Context: an optimization exercise on an open-source flow, tuned for a short achievable clock period and few clock cycles per item. The choices shown serve that exercise and are no tape-out recipe.
The RTL was checked by simulation tests, not by an equivalence proof against the original design.
No driver is modelled on the clock port, so clock power and skew are understated where the tree is cut down; a real chip needs a root buffer or a tree.
Power is estimated from default activity; no workload was simulated.

## job 5316
==> flow/design.v (excerpt) <==
module pcie_ingress_top (
  input  wire                                    clk,
  input  wire                                    rst,
  input  wire                                    i_beat_valid,
  input  wire [32:0]                             i_beat,
  input  wire [31:0]                             i_control_addr_base,
  input  wire [pcie_ingress_pkg::BUF_ADDR_W-1:0] i_buf_offset,
  output logic                                   o_credit_return,
  output logic [225:0]                           o_regs,
  output logic                                   o_reg_write_stb,
  output logic                                   o_update_buf_stb,
  output logic [38:0]                            o_cmd,
  output logic [43:0]                            o_buf,
  output logic [30:0]                            o_cplt
);
==> module ingress_fifo, before the edit <==
module ingress_fifo (
  input  wire         clk,
  input  wire         rst,
  input  wire         i_push,
  input  wire [32:0]  i_beat,
  output logic        o_valid,
  output logic [31:0] o_data,
  output logic        o_last,
  output logic        o_credit_return
);
  always_ff @(posedge clk) begin
    if (rst) o_credit_return <= 1'b0;
    else     o_credit_return <= i_push;
  end
  always_ff @(posedge clk) begin
    o_valid <= i_push;
    o_data <= i_beat[32:1];
    o_last <= i_beat[0];
  end
endmodule
==> module ctrl_reg_decoder, before the edit <==
module ctrl_reg_decoder (
  input  wire          clk,
  input  wire          rst,
  input  wire [31:0]   i_control_addr_base,
  input  wire          i_ev,
  input  wire [31:0]   i_data,
  input  wire [31:0]   i_addr,
  output logic [225:0] o_regs,
  output logic         o_reg_write_stb,
  output logic         o_update_buf_stb,
  output logic [38:0]  o_cmd
);
  logic [31:0] base_q;
  logic [29:0] nb;
  logic [8:0]  nbl;       
  always_ff @(posedge clk) begin
    base_q <= i_control_addr_base;
    nbl    <= {1'b0, ~base_q[9:2]} + 9'(base_q[1:0] == 2'b00);
  end
  assign nb = ~base_q[31:2];
  logic [29:0] a;
  logic [21:0] ux;
  logic [21:0] uo;
  logic [3:0]  s1_lo;
  logic        c1_lo;
  logic [4:0]  s1_hi0;
  logic [4:0]  s1_hi1;
  logic        k1;
  logic        t1;
  logic        x1;
  assign a  = i_addr[31:2];
  assign ux = a[29:8] ^ nb[29:8];
  assign uo = a[29:8] | nb[29:8];
  always_ff @(posedge clk) begin
    {c1_lo, s1_lo} <= {1'b0, a[3:0]} + {1'b0, nbl[3:0]};
    s1_hi0         <= {1'b0, a[7:4]} + {1'b0, nbl[7:4]};
    s1_hi1         <= {1'b0, a[7:4]} + {1'b0, nbl[7:4]} + 5'd1;
    k1             <= nbl[8];
    t1             <= &(~(ux[21:1] ^ uo[20:0]));
    x1             <= ux[0];
  end
  logic [4:0] s1_hi;
  logic [7:0] s1;
  logic       c1;
  logic       up_zero;
  logic       setup2;     
  logic       lowreg2;    
  logic       cmdwin2;    
  logic [3:0] s2;
  assign s1_hi   = c1_lo ? s1_hi1 : s1_hi0;
  assign s1      = {s1_hi[3:0], s1_lo};
  assign c1      = s1_hi[4] | k1;
  assign up_zero = t1 && (x1 == c1);
  always_ff @(posedge clk) begin
    setup2  <= up_zero && !s1[7];
    lowreg2 <= up_zero && (s1[7:3] == 5'd0);
    cmdwin2 <= up_zero && (s1[7:4] == 4'h8) && (s1[3:0] <= 4'd10);
    s2      <= s1[3:0];
  end
  logic        ev3;
  logic [31:0] data3;
  always_ff @(posedge clk) begin
    if (rst) ev3 <= 1'b0;
    else     ev3 <= i_ev;
    if (i_ev) data3 <= i_data;
  end
  logic        rws4;
  logic        ubs4;
  logic        cmd4;
  logic [7:0]  en4;
  logic [1:0]  ubv4;
  logic [2:0]  kind4;
  logic [1:0]  sel4;
  logic        fifo4;
  logic [31:0] data4;
  logic [2:0]  dkind;
  logic [1:0]  dsel;
  logic        dfifo;
  always_comb begin
    dkind = 3'd5;
    dsel  = 2'd0;
    dfifo = 1'b0;
    if (cmdwin2) begin
      case (s2)
        4'd0:    begin dkind = 3'd0; dsel = 2'd0; dfifo = 1'b0; end
        4'd1:    begin dkind = 3'd1; dsel = 2'd1; dfifo = 1'b0; end
        4'd2:    begin dkind = 3'd1; dsel = 2'd1; dfifo = 1'b1; end
        4'd3:    begin dkind = 3'd2; dsel = 2'd1; dfifo = 1'b0; end
        4'd4:    begin dkind = 3'd2; dsel = 2'd1; dfifo = 1'b1; end
        4'd5:    begin dkind = 3'd1; dsel = 2'd2; dfifo = 1'b0; end
        4'd6:    begin dkind = 3'd2; dsel = 2'd2; dfifo = 1'b0; end
        4'd7:    begin dkind = 3'd1; dsel = 2'd3; dfifo = 1'b0; end
        4'd8:    begin dkind = 3'd2; dsel = 2'd3; dfifo = 1'b0; end
        4'd9:    begin dkind = 3'd3; dsel = 2'd0; dfifo = 1'b0; end
        4'd10:   begin dkind = 3'd4; dsel = 2'd0; dfifo = 1'b0; end
        default: ;
      endcase
    end
  end
  always_ff @(posedge clk) begin
    if (rst) begin
      rws4 <= 1'b0;
      ubs4 <= 1'b0;
      cmd4 <= 1'b0;
      en4  <= 8'd0;
    end else begin
      rws4 <= ev3 && setup2;
      cmd4 <= ev3 && !setup2;
      ubs4 <= ev3 && (!setup2 || (lowreg2 && s2[2:0] == 3'd1));
      for (int k = 0; k < 8; k++) en4[k] <= ev3 && lowreg2 && (s2[2:0] == 3'(k));
    end
    ubv4  <= setup2 ? data3[1:0] : 2'b00;
    kind4 <= dkind;
    sel4  <= dsel;
    fifo4 <= dfifo;
    data4 <= data3;
  end
  logic        cmd_stb;
  logic [2:0]  cmd_kind;
  logic [1:0]  cmd_sel;
  logic        cmd_fifo;
  logic [31:0] cmd_data;
  always_ff @(posedge clk) begin
    if (rst) begin
      o_regs           <= '0;
      o_reg_write_stb  <= 1'b0;
      o_update_buf_stb <= 1'b0;
      cmd_stb          <= 1'b0;
    end else begin
      o_reg_write_stb  <= rws4;
      o_update_buf_stb <= ubs4;
      cmd_stb          <= cmd4;
      if (en4[0]) o_regs[225:194] <= data4;
      if (en4[2]) o_regs[193:162] <= data4;
      if (en4[3]) o_regs[161:130] <= data4;
      if (en4[4]) o_regs[129:98]  <= data4;
      if (en4[5]) o_regs[97:66]   <= data4;
      if (en4[6]) o_regs[65:34]   <= data4;
      if (en4[7]) o_regs[33:2]    <= data4;
      if (ubs4)   o_regs[1:0]     <= ubv4;
    end
  end
  always_ff @(posedge clk) begin
    cmd_kind <= kind4;
    cmd_sel  <= sel4;
    cmd_fifo <= fifo4;
    cmd_data <= data4;
  end
  assign o_cmd = {cmd_stb, cmd_kind, cmd_sel, cmd_fifo, cmd_data};
endmodule
clock: 5.0 ns
lec_check: 0
cap_margin: 20
core_area: 5 5 225 225
cts_cluster_diameter: 60
cts_cluster_size: 30
die_area: 0 0 230 230
setup_slack_margin: 3.3
slew_margin: 20
standard.sh (not shown) runs the stock make flow with config.mk's settings and CLKGATE_MAP_FILE= SYNTH_SCRIPT=/design/flow/synth_recipe.tcl, a recipe that flattens the netlist after the stock synthesis.
==> flow/flow/run.sh <==
#!/bin/bash
# Standard layout, except that the clock tree built by the CTS step is replaced
# by a two-level balanced tree (flow/myct.tcl, run as the CTS step's post hook).
set -euo pipefail
export MYCT_NLEAF=24
export POST_CTS_TCL="$PWD/flow/myct.tcl"
bash standard.sh finish > standard.log 2>&1
Other scripts of this flow, unchanged in this note and not shown: flow/flow/myct.tcl
Testbench counts of job 5316, summed over its fixed seeds: cycles 18,144, items 2,400.
Relative to job 5316, the following input files were edited for job 7323:
--- a/flow/design.v
+++ b/flow/design.v
@@ -18,17 +18,21 @@
   output logic        o_valid,
   output logic [31:0] o_data,
   output logic        o_last,
   output logic        o_credit_return
 );
   always_ff @(posedge clk) begin
-    if (rst) o_credit_return <= 1'b0;
-    else     o_credit_return <= i_push;
+    if (rst) begin
+      o_valid         <= 1'b0;
+      o_credit_return <= 1'b0;
+    end else begin
+      o_valid         <= i_push;
+      o_credit_return <= i_push;
+    end
   end
   always_ff @(posedge clk) begin
-    o_valid <= i_push;
     o_data <= i_beat[32:1];
     o_last <= i_beat[0];
   end
 endmodule
 `default_nettype wire
 `default_nettype none
@@ -170,13 +174,13 @@
   end
   logic        ev3;
   logic [31:0] data3;
   always_ff @(posedge clk) begin
     if (rst) ev3 <= 1'b0;
     else     ev3 <= i_ev;
-    if (i_ev) data3 <= i_data;
+    data3 <= i_data;
   end
   logic        rws4;
   logic        ubs4;
   logic        cmd4;
   logic [7:0]  en4;
   logic [1:0]  ubv4;
## What came out
Across both runs, synthesized cell count was lower for job 7323 than for job 5316.
Job 7323 does worse than job 5316 on final period demand of the worst path.
On power share of the clock group: job 7323 sits above job 5316.
Job 5316 -> job 7323: fmax decreased slightly
Area fraction in compound gates after synthesis: job 5316 vs job 7323, no meaningful difference
Job 5316 has a higher register share of total power than job 7323.
Testbench counts of job 7323, summed over its fixed seeds: cycles 18,144, items 2,400.
No run of this note takes its clock network from TritonCTS; it comes from the design's own scripts or RTL.

static timing again, ports no longer ideal:
How much do the figures lean on ideal ports? The routed layouts below were timed once more, with nothing changed but the port constraints.
Step 1 (the two cells are an assumption about what drives the block):
set clk [get_ports {clk}]
set_driving_cell -lib_cell sky130_fd_sc_hd__clkbuf_16 $clk
set_driving_cell -lib_cell sky130_fd_sc_hd__buf_2 [delete_from_list [all_inputs] $clk]
Step 2 adds t to the input delays and takes it off the output delays; t is the mean of the earliest and latest rising clock arrival at the registers after step 1. Input paths then give back, and output paths get back, about the clock's delay inside the block.
a / b / c = ideal / step 1 / step 2; a / b = the first two.
run | t, ns | setup WS [ns] | worst setup path after step 2 | cell pins on the clock port's net
job 5316 | 0.468 | 3.144 / 3.030 / 2.913 | input to register | 4
job 7323 | 0.464 | 3.131 / 3.018 / 2.869 | input to register | 4
After both steps every run listed still meets setup and hold. The setup slack of job 7323, which loses most, moves by -0.113 ns with the drivers and by -0.262 ns with both steps.
